From an optimization exercise on the open Yosys and OpenROAD flow, aimed at small area and a short achievable clock period; shortcuts taken in it are not production practice. RTL that was checked went through simulation tests only; none was proved equivalent to the original.

==> inputs of 08-13 <==
## node_rf_top
module node_rf_top (
    input  logic        clk,
    input  logic        rst,
    input  logic        init_start,
    input  logic [5:0]  init_src,
    output logic        init_busy,
    output logic        init_done,
    input  logic [23:0] rd_addr,
    output logic [27:0] rd_weight,
    output logic [19:0] rd_pred,
    input  logic [3:0]  wr_en,
    input  logic [23:0] wr_addr,
    input  logic [47:0] wr_data,
    input  logic        wr_relax,
    input  logic        mark_en,
    input  logic [5:0]  mark_addr,
    output logic [3:0]  rd_visited,
    output logic [3:0]  wr_ack,
    output logic        any_update
);
Settings: LEC_CHECK=0, ABC_AREA=1, CAP_MARGIN=20, CELL_PAD_IN_SITES_DETAIL_PLACEMENT=1, CELL_PAD_IN_SITES_GLOBAL_PLACEMENT=2, CORE_MARGIN=2, CORE_UTILIZATION=25, GPL_ROUTABILITY_DRIVEN=1, PLACE_DENSITY=0.35, SLEW_MARGIN=20; clock period 10.0 ns.
standard.sh (not shown) runs the stock make flow with config.mk's settings and CLKGATE_MAP_FILE= SYNTH_SCRIPT=/design/flow/synth_recipe.tcl, a recipe that flattens the netlist after the stock synthesis.
==> flow/flow/run.sh <==
#!/bin/bash
# Standard layout (standard.sh) with changes passed as ORFS make variables:
#  - abc maps with flow/map.abc (area-oriented) instead of ORFS's abc_area.script;
#  - port buffers are buf_2 cells;
#  - repair_timing aims at a tighter setup target (SETUP_SLACK_MARGIN);
#  - any further variables listed in flow/settings.sh (EXTRA).
# The make run's full output goes to flow_make.log in this folder.
set -uo pipefail
HERE=$(pwd)
export FLOW_ABC_SCRIPT=$HERE/flow/map.abc
EXTRA=()
source $HERE/flow/settings.sh
bash standard.sh SYNTH_SCRIPT=$HERE/flow/synth.tcl \
  "BUFFER_PORTS_ARGS=-buffer_cell sky130_fd_sc_hd__buf_2" \
  SETUP_SLACK_MARGIN=$MARGIN "${EXTRA[@]}" finish > $HERE/flow_make.log 2>&1
==> flow/flow/map.abc <==
strash
balance
dch
map -a
topo
stime -c
==> flow/flow/settings.sh <==
MARGIN=5.3
EXTRA=("CTS_ARGS=-sink_clustering_enable -repair_clock_nets -dont_use_dummy_load -buf_list sky130_fd_sc_hd__clkbuf_8 -root_buf sky130_fd_sc_hd__clkbuf_16 -sink_clustering_size 16 -sink_clustering_max_diameter 50")
==> flow/flow/synth.tcl <==
# Standard synthesis (synth_recipe.tcl) with one change: abc maps with flow/map.abc.
proc synth {args} { yosys synth -nofsm -noshare {*}$args }
proc abc {args} {
  set i [lsearch -exact $args -script]
  if { $i >= 0 } { set args [lreplace $args [expr {$i + 1}] [expr {$i + 1}] $::env(FLOW_ABC_SCRIPT)] }
  yosys abc {*}$args
}
source $::env(SCRIPTS_DIR)/synth.tcl
# left out here: clear keep_hierarchy, flatten, clean up, hide names made inside functions, write 1_2_yosys.v
==> 06-09: changes against 08-13 <==
==> flow/flow/abc_dont_use.txt (new file) <==
sky130_fd_sc_hd__nor4_1 sky130_fd_sc_hd__nor4_2 sky130_fd_sc_hd__nor4_4 sky130_fd_sc_hd__nor4b_1 sky130_fd_sc_hd__nor4b_2 sky130_fd_sc_hd__nor4b_4 sky130_fd_sc_hd__nor4bb_1 sky130_fd_sc_hd__nor4bb_2 sky130_fd_sc_hd__nor4bb_4 sky130_fd_sc_hd__a2111oi_0 sky130_fd_sc_hd__a2111oi_1 sky130_fd_sc_hd__a2111oi_2 sky130_fd_sc_hd__a2111oi_4 sky130_fd_sc_hd__o41ai_1 sky130_fd_sc_hd__o41ai_2 sky130_fd_sc_hd__o41ai_4 sky130_fd_sc_hd__a41oi_1 sky130_fd_sc_hd__a41oi_2 sky130_fd_sc_hd__a41oi_4
==> flow/flow/settings.sh (replaced) <==
MARGIN=5.6
EXTRA=("CTS_ARGS=-sink_clustering_enable -repair_clock_nets -dont_use_dummy_load -buf_list sky130_fd_sc_hd__clkbuf_8 -root_buf sky130_fd_sc_hd__clkbuf_16 -sink_clustering_size 16 -sink_clustering_max_diameter 50")
==> flow/flow/synth.tcl (replaced) <==
# Standard synthesis (synth_recipe.tcl) with one change: abc maps with flow/map.abc,
# leaving out any cells listed in flow/abc_dont_use.txt.
proc synth {args} { yosys synth -nofsm -noshare {*}$args }
proc abc {args} {
  set i [lsearch -exact $args -script]
  if { $i >= 0 } { set args [lreplace $args [expr {$i + 1}] [expr {$i + 1}] $::env(FLOW_ABC_SCRIPT)] }
  set f [file join [file dirname $::env(FLOW_ABC_SCRIPT)] abc_dont_use.txt]
  if { [file exists $f] } {
    set fh [open $f r]
    foreach c [split [string trim [read $fh]]] { if { $c ne "" } { lappend args -dont_use $c } }
    close $fh
  }
  yosys abc {*}$args
}
source $::env(SCRIPTS_DIR)/synth.tcl
# left out here: clear keep_hierarchy, flatten, clean up, hide names made inside functions, write 1_2_yosys.v
==> 12-23: changes against 08-13 <==
--- a/flow/design.v
+++ b/flow/design.v
@@ -76,18 +76,19 @@
         end
         lt_f = g3[WEIGHT_W-1];
     endfunction
     logic                busy_q, done_q;
     logic [CNT_W-1:0]    cnt_q;
     logic [WEIGHT_W-1:0] w_q [NUM_NODES];
     logic [PRED_W-1:0]   p_q [NUM_NODES];
     logic [NUM_NODES-1:0] vis_q;
-    logic [NUM_NODES-1:0] rsel_q [NUM_RD];   
-    logic [NUM_RD-1:0]   rinf_q;        
+    logic [IDX_W-1:0]    ridx_q [NUM_RD];
+    logic [NUM_RD-1:0]   rval_q;
+    logic                zero_q;        
     logic [NUM_WR-1:0]   ack_q;
     logic                busy_d, done_d, sweep_last;
     logic [CNT_W-1:0]    cnt_d;
     logic [WEIGHT_W-1:0] w_d [NUM_NODES];
     logic [PRED_W-1:0]   p_d [NUM_NODES];
     logic [NUM_NODES-1:0] vis_d;
     assign sweep_last = busy_q && (cnt_q == LAST_CNT);
     always_comb begin
@@ -168,47 +169,50 @@
         end
     end
     always_ff @(posedge clk) begin
         if (!rst) begin
             busy_q <= 1'b0;
             done_q <= 1'b0;
             cnt_q  <= '0;
             vis_q  <= '0;
-            rinf_q <= '0;
-            for (int r = 0; r < NUM_RD; r++) rsel_q[r] <= '0;
+            zero_q <= 1'b1;
+            rval_q <= '0;
             ack_q  <= '0;
             for (int n = 0; n < NUM_NODES; n++) begin
                 w_q[n] <= INF;
                 p_q[n] <= '0;
             end
         end else begin
             busy_q <= busy_d;
             done_q <= done_d;
             cnt_q  <= cnt_d;
             vis_q  <= vis_d;
+            zero_q <= 1'b0;
             ack_q  <= ack_d;
-            for (int r = 0; r < NUM_RD; r++) begin
-                rinf_q[r] <= rd_addr[r*ADDR_W + IDX_W +: ADDR_W - IDX_W] != '0;
-                for (int n = 0; n < NUM_NODES; n++)
-                    rsel_q[r][n] <= rd_addr[r*ADDR_W +: ADDR_W] == ADDR_W'(n);
-            end
+            for (int r = 0; r < NUM_RD; r++)
+                rval_q[r] <= rd_addr[r*ADDR_W + IDX_W +: ADDR_W - IDX_W] == '0;
             for (int n = 0; n < NUM_NODES; n++) begin
                 w_q[n] <= w_d[n];
                 p_q[n] <= p_d[n];
             end
         end
+    end
+    always_ff @(posedge clk) begin
+        for (int r = 0; r < NUM_RD; r++)
+            ridx_q[r] <= rd_addr[r*ADDR_W +: IDX_W];
     end
     always_comb begin
         logic [NUM_NODES-1:0] dec;
         logic [WEIGHT_W-1:0]  w;
         logic [PRED_W-1:0]    pr;
         for (int r = 0; r < NUM_RD; r++) begin
-            dec = rsel_q[r];
-            w  = {WEIGHT_W{rinf_q[r]}};
+            for (int n = 0; n < NUM_NODES; n++)
+                dec[n] = rval_q[r] && (ridx_q[r] == IDX_W'(n));
+            w  = {WEIGHT_W{!(rval_q[r] || zero_q)}};
             pr = '0;
             for (int n = 0; n < NUM_NODES; n++) begin
                 w  = w  | (w_q[n] & {WEIGHT_W{dec[n]}});
                 pr = pr | (p_q[n] & {PRED_W{dec[n]}});
             end
             rd_weight[r*WEIGHT_W +: WEIGHT_W] = w;
             rd_pred[r*PRED_W +: PRED_W]       = pr;
             rd_visited[r]                     = |(vis_q & dec);
==> flow/flow/run.sh (replaced) <==
#!/bin/bash
# Standard layout (standard.sh) with three changes, all passed as ORFS make variables:
#  - abc maps with flow/map.abc (area-oriented) instead of ORFS's abc_area.script;
#  - port buffers are buf_2 cells;
#  - repair_timing aims at a tighter setup target (SETUP_SLACK_MARGIN).
# The make run's full output goes to flow_make.log in this folder.
set -uo pipefail
HERE=$(pwd)
export FLOW_ABC_SCRIPT=$HERE/flow/map.abc
source $HERE/flow/settings.sh
bash standard.sh SYNTH_SCRIPT=$HERE/flow/synth.tcl \
  "BUFFER_PORTS_ARGS=-buffer_cell sky130_fd_sc_hd__buf_2" \
  SETUP_SLACK_MARGIN=$MARGIN finish > $HERE/flow_make.log 2>&1
==> flow/flow/settings.sh (replaced) <==
MARGIN=6
--- a/flow/config.mk
+++ b/flow/config.mk
@@ -5,12 +5,12 @@
 export SDC_FILE = /design/flow/constraint.sdc
 export NUM_CORES = 4
 export LEC_CHECK = 0
 export ABC_AREA = 1
 export CAP_MARGIN = 20
 export CELL_PAD_IN_SITES_DETAIL_PLACEMENT = 1
 export CELL_PAD_IN_SITES_GLOBAL_PLACEMENT = 2
 export CORE_MARGIN = 2
-export CORE_UTILIZATION = 25
+export CORE_UTILIZATION = 33
 export GPL_ROUTABILITY_DRIVEN = 1
-export PLACE_DENSITY = 0.35
+export PLACE_DENSITY = 0.45
 export SLEW_MARGIN = 20
==> 03-25: changes against 08-13 <==
==> flow/design.v (replaced) <==
module node_rf_wr_arbiter #(
    parameter int NUM_WR = 4
) (
    input  logic [NUM_WR-1:0]         hit,     
    input  logic                      open,    
    input  logic [NUM_WR-1:0]         lt,      
    input  logic [NUM_WR*NUM_WR-1:0]  le,      
    input  logic                      relax,
    output logic [NUM_WR-1:0]         commit
);
    always_comb begin
        logic beaten;
        for (int p = 0; p < NUM_WR; p++) begin
            beaten = 1'b0;
            for (int q = 0; q < NUM_WR; q++) begin
                if (q < p && hit[q] && (!relax || le[q*NUM_WR + p])) beaten = 1'b1;
                if (q > p && hit[q] && relax && !le[p*NUM_WR + q])   beaten = 1'b1;
            end
            commit[p] = hit[p] && open && !beaten && (!relax || lt[p]);
        end
    end
endmodule
module node_weight_rf #(
    parameter int NUM_NODES  = 16,
    parameter int ADDR_W     = 6,
    parameter int NUM_RD     = 4,
    parameter int NUM_WR     = 4,
    parameter int INIT_LANES = 4
) (
    input  logic                       clk,
    input  logic                       rst,
    input  logic                       init_start,
    input  logic [ADDR_W-1:0]          init_src,
    output logic                       init_busy,
    output logic                       init_done,
    input  logic [NUM_RD*ADDR_W-1:0]   rd_addr,
    output logic [NUM_RD*7-1:0]        rd_weight,
    output logic [NUM_RD*5-1:0]        rd_pred,
    input  logic [NUM_WR-1:0]          wr_en,
    input  logic [NUM_WR*ADDR_W-1:0]   wr_addr,
    input  logic [NUM_WR*12-1:0]       wr_data,
    input  logic                       wr_relax,
    input  logic                       mark_en,
    input  logic [ADDR_W-1:0]          mark_addr,
    output logic [NUM_RD-1:0]          rd_visited,
    output logic [NUM_WR-1:0]          wr_ack,
    output logic                       any_update
);
    localparam int WEIGHT_W = 7;
    localparam int PRED_W   = 5;
    localparam int MEM_W    = WEIGHT_W + PRED_W;
    localparam int IDX_W    = $clog2(NUM_NODES);
    localparam int SWEEP_CYCLES = NUM_NODES / INIT_LANES;
    localparam int CNT_W    = (SWEEP_CYCLES > 1) ? $clog2(SWEEP_CYCLES) : 1;
    localparam logic [CNT_W-1:0] LAST_CNT = CNT_W'(SWEEP_CYCLES - 1);
    localparam logic [WEIGHT_W-1:0] INF = {WEIGHT_W{1'b1}};
    function automatic logic lt_f(input logic [WEIGHT_W-1:0] a, input logic [WEIGHT_W-1:0] b);
        logic lt;
        lt = 1'b0;
        for (int i = 0; i < WEIGHT_W; i++)
            lt = (~a[i] & b[i]) | (~(a[i] ^ b[i]) & lt);
        lt_f = lt;
    endfunction
    logic                busy_q, done_q;
    logic [CNT_W-1:0]    cnt_q;
    logic [WEIGHT_W-1:0] w_q [NUM_NODES];
    logic [PRED_W-1:0]   p_q [NUM_NODES];
    logic [NUM_NODES-1:0] vis_q;
    logic [IDX_W-1:0]    ridx_q [NUM_RD];
    logic [NUM_RD-1:0]   rval_q;
    logic                zero_q;        
    logic [NUM_WR-1:0]   ack_q;
    logic                busy_d, done_d, sweep_last;
    logic [CNT_W-1:0]    cnt_d;
    logic [WEIGHT_W-1:0] w_d [NUM_NODES];
    logic [PRED_W-1:0]   p_d [NUM_NODES];
    logic [NUM_NODES-1:0] vis_d;
    assign sweep_last = busy_q && (cnt_q == LAST_CNT);
    always_comb begin
        busy_d = busy_q ? !sweep_last : init_start;
        done_d = sweep_last;
        cnt_d  = busy_q ? cnt_q + 1'b1 : '0;
    end
    logic [WEIGHT_W-1:0]       wr_w [NUM_WR];
    logic [NUM_WR*NUM_WR-1:0]  wr_le;
    logic [NUM_WR-1:0]         wr_hit [NUM_NODES];
    logic [NUM_WR-1:0]         wr_lt [NUM_NODES];
    logic [NUM_WR-1:0]         wr_commit [NUM_NODES];
    logic [NUM_WR-1:0]         ack_d;
    always_comb begin
        for (int p = 0; p < NUM_WR; p++)
            wr_w[p] = wr_data[p*MEM_W + PRED_W +: WEIGHT_W];
        wr_le = '0;
        for (int p = 0; p < NUM_WR; p++)
            for (int q = 0; q < p; q++)
                wr_le[q*NUM_WR + p] = !lt_f(wr_w[p], wr_w[q]);
        for (int n = 0; n < NUM_NODES; n++) begin
            for (int p = 0; p < NUM_WR; p++) begin
                wr_hit[n][p] = wr_en[p] && !busy_q && (wr_addr[p*ADDR_W +: ADDR_W] == ADDR_W'(n));
                wr_lt[n][p]  = lt_f(wr_w[p], w_q[n]);
            end
        end
    end
    for (genvar n = 0; n < NUM_NODES; n++) begin : g_arb
        node_rf_wr_arbiter #(
            .NUM_WR (NUM_WR)
        ) u_arb (
            .hit    (wr_hit[n]),
            .open   (!(wr_relax && vis_q[n])),
            .lt     (wr_lt[n]),
            .le     (wr_le),
            .relax  (wr_relax),
            .commit (wr_commit[n])
        );
    end
    always_comb begin
        ack_d = '0;
        for (int n = 0; n < NUM_NODES; n++) ack_d = ack_d | wr_commit[n];
    end
    always_comb begin
        logic              sw, src;
        logic [MEM_W-1:0]  wd;
        for (int n = 0; n < NUM_NODES; n++) begin
            wd  = '0;
            for (int p = 0; p < NUM_WR; p++)
                wd = wd | (wr_data[p*MEM_W +: MEM_W] & {MEM_W{wr_commit[n][p]}});
            sw  = busy_q && (cnt_q == CNT_W'(n / INIT_LANES));
            src = sweep_last && (init_src == ADDR_W'(n));
            if (src) begin
                w_d[n] = '0;
                p_d[n] = PRED_W'(n);
            end else if (sw) begin
                w_d[n] = INF;
                p_d[n] = PRED_W'(n);
            end else if (|wr_commit[n]) begin
                w_d[n] = wd[PRED_W +: WEIGHT_W];
                p_d[n] = wd[PRED_W-1:0];
            end else begin
                w_d[n] = w_q[n];
                p_d[n] = p_q[n];
            end
            vis_d[n] = (mark_en && mark_addr == ADDR_W'(n)) || (vis_q[n] && !sw);
        end
    end
    always_ff @(posedge clk) begin
        if (!rst) begin
            busy_q <= 1'b0;
            done_q <= 1'b0;
            cnt_q  <= '0;
            vis_q  <= '0;
            zero_q <= 1'b1;
            rval_q <= '0;
            ack_q  <= '0;
            for (int n = 0; n < NUM_NODES; n++) begin
                w_q[n] <= INF;
                p_q[n] <= '0;
            end
        end else begin
            busy_q <= busy_d;
            done_q <= done_d;
            cnt_q  <= cnt_d;
            vis_q  <= vis_d;
            zero_q <= 1'b0;
            ack_q  <= ack_d;
            for (int r = 0; r < NUM_RD; r++)
                rval_q[r] <= rd_addr[r*ADDR_W + IDX_W +: ADDR_W - IDX_W] == '0;
            for (int n = 0; n < NUM_NODES; n++) begin
                w_q[n] <= w_d[n];
                p_q[n] <= p_d[n];
            end
        end
    end
    always_ff @(posedge clk) begin
        for (int r = 0; r < NUM_RD; r++)
            ridx_q[r] <= rd_addr[r*ADDR_W +: IDX_W];
    end
    always_comb begin
        logic [NUM_NODES-1:0] dec;
        logic [WEIGHT_W-1:0]  w;
        logic [PRED_W-1:0]    pr;
        for (int r = 0; r < NUM_RD; r++) begin
            for (int n = 0; n < NUM_NODES; n++)
                dec[n] = rval_q[r] && (ridx_q[r] == IDX_W'(n));
            w  = {WEIGHT_W{!(rval_q[r] || zero_q)}};
            pr = '0;
            for (int n = 0; n < NUM_NODES; n++) begin
                w  = w  | (w_q[n] & {WEIGHT_W{dec[n]}});
                pr = pr | (p_q[n] & {PRED_W{dec[n]}});
            end
            rd_weight[r*WEIGHT_W +: WEIGHT_W] = w;
            rd_pred[r*PRED_W +: PRED_W]       = pr;
            rd_visited[r]                     = |(vis_q & dec);
        end
    end
    assign init_busy  = busy_q;
    assign init_done  = done_q;
    assign wr_ack     = ack_q;
    assign any_update = |ack_q;
endmodule
module node_rf_top (
    input  logic        clk,
    input  logic        rst,
    input  logic        init_start,
    input  logic [5:0]  init_src,
    output logic        init_busy,
    output logic        init_done,
    input  logic [23:0] rd_addr,
    output logic [27:0] rd_weight,
    output logic [19:0] rd_pred,
    input  logic [3:0]  wr_en,
    input  logic [23:0] wr_addr,
    input  logic [47:0] wr_data,
    input  logic        wr_relax,
    input  logic        mark_en,
    input  logic [5:0]  mark_addr,
    output logic [3:0]  rd_visited,
    output logic [3:0]  wr_ack,
    output logic        any_update
);
    node_weight_rf #(
        .NUM_NODES  (16),
        .ADDR_W     (6),
        .NUM_RD     (4),
        .NUM_WR     (4),
        .INIT_LANES (4)
    ) u_rf (
        .clk        (clk),
        .rst        (rst),
        .init_start (init_start),
        .init_src   (init_src),
        .init_busy  (init_busy),
        .init_done  (init_done),
        .rd_addr    (rd_addr),
        .rd_weight  (rd_weight),
        .rd_pred    (rd_pred),
        .wr_en      (wr_en),
        .wr_addr    (wr_addr),
        .wr_data    (wr_data),
        .wr_relax   (wr_relax),
        .mark_en    (mark_en),
        .mark_addr  (mark_addr),
        .rd_visited (rd_visited),
        .wr_ack     (wr_ack),
        .any_update (any_update)
    );
endmodule
==> flow/flow/run.sh (replaced) <==
#!/bin/bash
# Standard layout (standard.sh) with three changes, all passed as ORFS make variables:
#  - abc maps with flow/map.abc (area-oriented) instead of ORFS's abc_area.script;
#  - port buffers are buf_2 cells;
#  - repair_timing aims at a tighter setup target (SETUP_SLACK_MARGIN).
# The make run's full output goes to flow_make.log in this folder.
set -uo pipefail
HERE=$(pwd)
export FLOW_ABC_SCRIPT=$HERE/flow/map.abc
source $HERE/flow/settings.sh
bash standard.sh SYNTH_SCRIPT=$HERE/flow/synth.tcl \
  "BUFFER_PORTS_ARGS=-buffer_cell sky130_fd_sc_hd__buf_2" \
  SETUP_SLACK_MARGIN=$MARGIN finish > $HERE/flow_make.log 2>&1
==> flow/flow/map.abc (replaced) <==
&get -n
&st
&dch
&nf -a
&put
topo
stime -c
==> flow/flow/settings.sh (replaced) <==
MARGIN=6.0
==> results.cfg <==
[floorplan]
die_x_um = 274
die_y_um = 274

[outcome]
status = stopped before the end
stop_stage = global routing (5_1_grt)
tool.error = [ERROR GRT-0116] Global routing finished with congestion. Check the congestion regions in the DRC Viewer.

[placement]
pre_cts_slack_ps = 3000
place.gp.congestion = 1.20

[grt]
grt_usage = 0.883

[synthesis]
synth_largest_area_cell = dfxtp_1
[end of results for 12-23]
==> results.cfg <==
[routing]
routed.top_layer = met5

[placement]
pre_cts_slack_ps = 2900
placed_cell_area_mm2 = 0.0326

[outcome]
status = timing/DRC/antenna clean

[critical_path]
required_ps = 8000

[grt]
grt_usage = 0.402

[floorplan]
die_y_um = 335

[synthesis]
synthTopCellsByArea = ha_1 (19%), dfxtp_1 (17%), a221o_1 (11%)
[end of results for 03-25]
==> results.cfg <==
[placement]
place.gp.congestion = 1.09
pre_cts_slack_ps = 3150

[grt]
grt_usage = 0.496

[clocking]
root_buffer = clkbuf_16
cts.clk_slew.worst_paths_ps = 80

[finish]
clock_area_frac = 0.0246

[routing]
totalWireLength_um = 270000

[floorplan]
die_x_um = 321
die_y_um = 321

[critical_path]
rr_startpoint = u_rf.cnt_q[0]$_SDFF_PN0_

[outcome]
status = timing/DRC/antenna clean

[synthesis]
synth_largest_area_cell = dfxtp_1
[end of results for 06-09]
==> results.cfg <==
[floorplan]
die_x_um = 320
die_y_um = 320
coreArea_mm2 = 0.0997

[synthesis]
synth_largest_area_cell = dfxtp_1
ys_ff_latch = 284

[outcome]
status = timing/DRC/antenna clean

[placement]
pre_cts_slack_ps = 3040

[grt]
grt_usage = 0.499
[end of results for 08-13]
Only the layout flow was run in 03-25; the RTL was not checked for function there.

==> static timing again, ports no longer ideal <==
The flow's constraints put no driver on any port. The routed layouts listed below were extracted and timed again, unchanged, in two steps.
Step 1, drivers: a clkbuf_16 drives clk and a buf_2 each remaining input, both assumed.
Step 2 times the ports against the registers' clock, not the clock port: input delays grow and output delays shrink by t, the midpoint of the rising clock arrivals with the driver on.
Slacks: ideal / step 1 / step 2; pairs: ideal / step 1.
| run | shift t [ns] | setup WS [ns] | hold slack, ns | latest minus earliest clock arrival (ns) | worst register clock-pin slew, ns |
|---|---|---|---|---|---|
| 08-13 | 0.703 | 5.130 / 5.127 / 4.482 | 0.476 / 0.476 / 0.476 | 0.087 / 0.088 | 0.08 / 0.08 |
| 06-09 | 0.684 | 5.427 / 5.352 / 4.829 | 0.464 / 0.464 / 0.464 | 0.109 / 0.109 | 0.08 / 0.08 |
| 03-25 | 0.702 | 3.764 / 3.694 / 4.325 | 0.539 / 0.539 / 0.539 | 0.021 / 0.021 | 0.07 / 0.07 |
After both steps every run listed still meets setup and hold. The setup slack of 08-13, which loses most, moves by -0.003 ns with the drivers and by -0.648 ns with both steps.
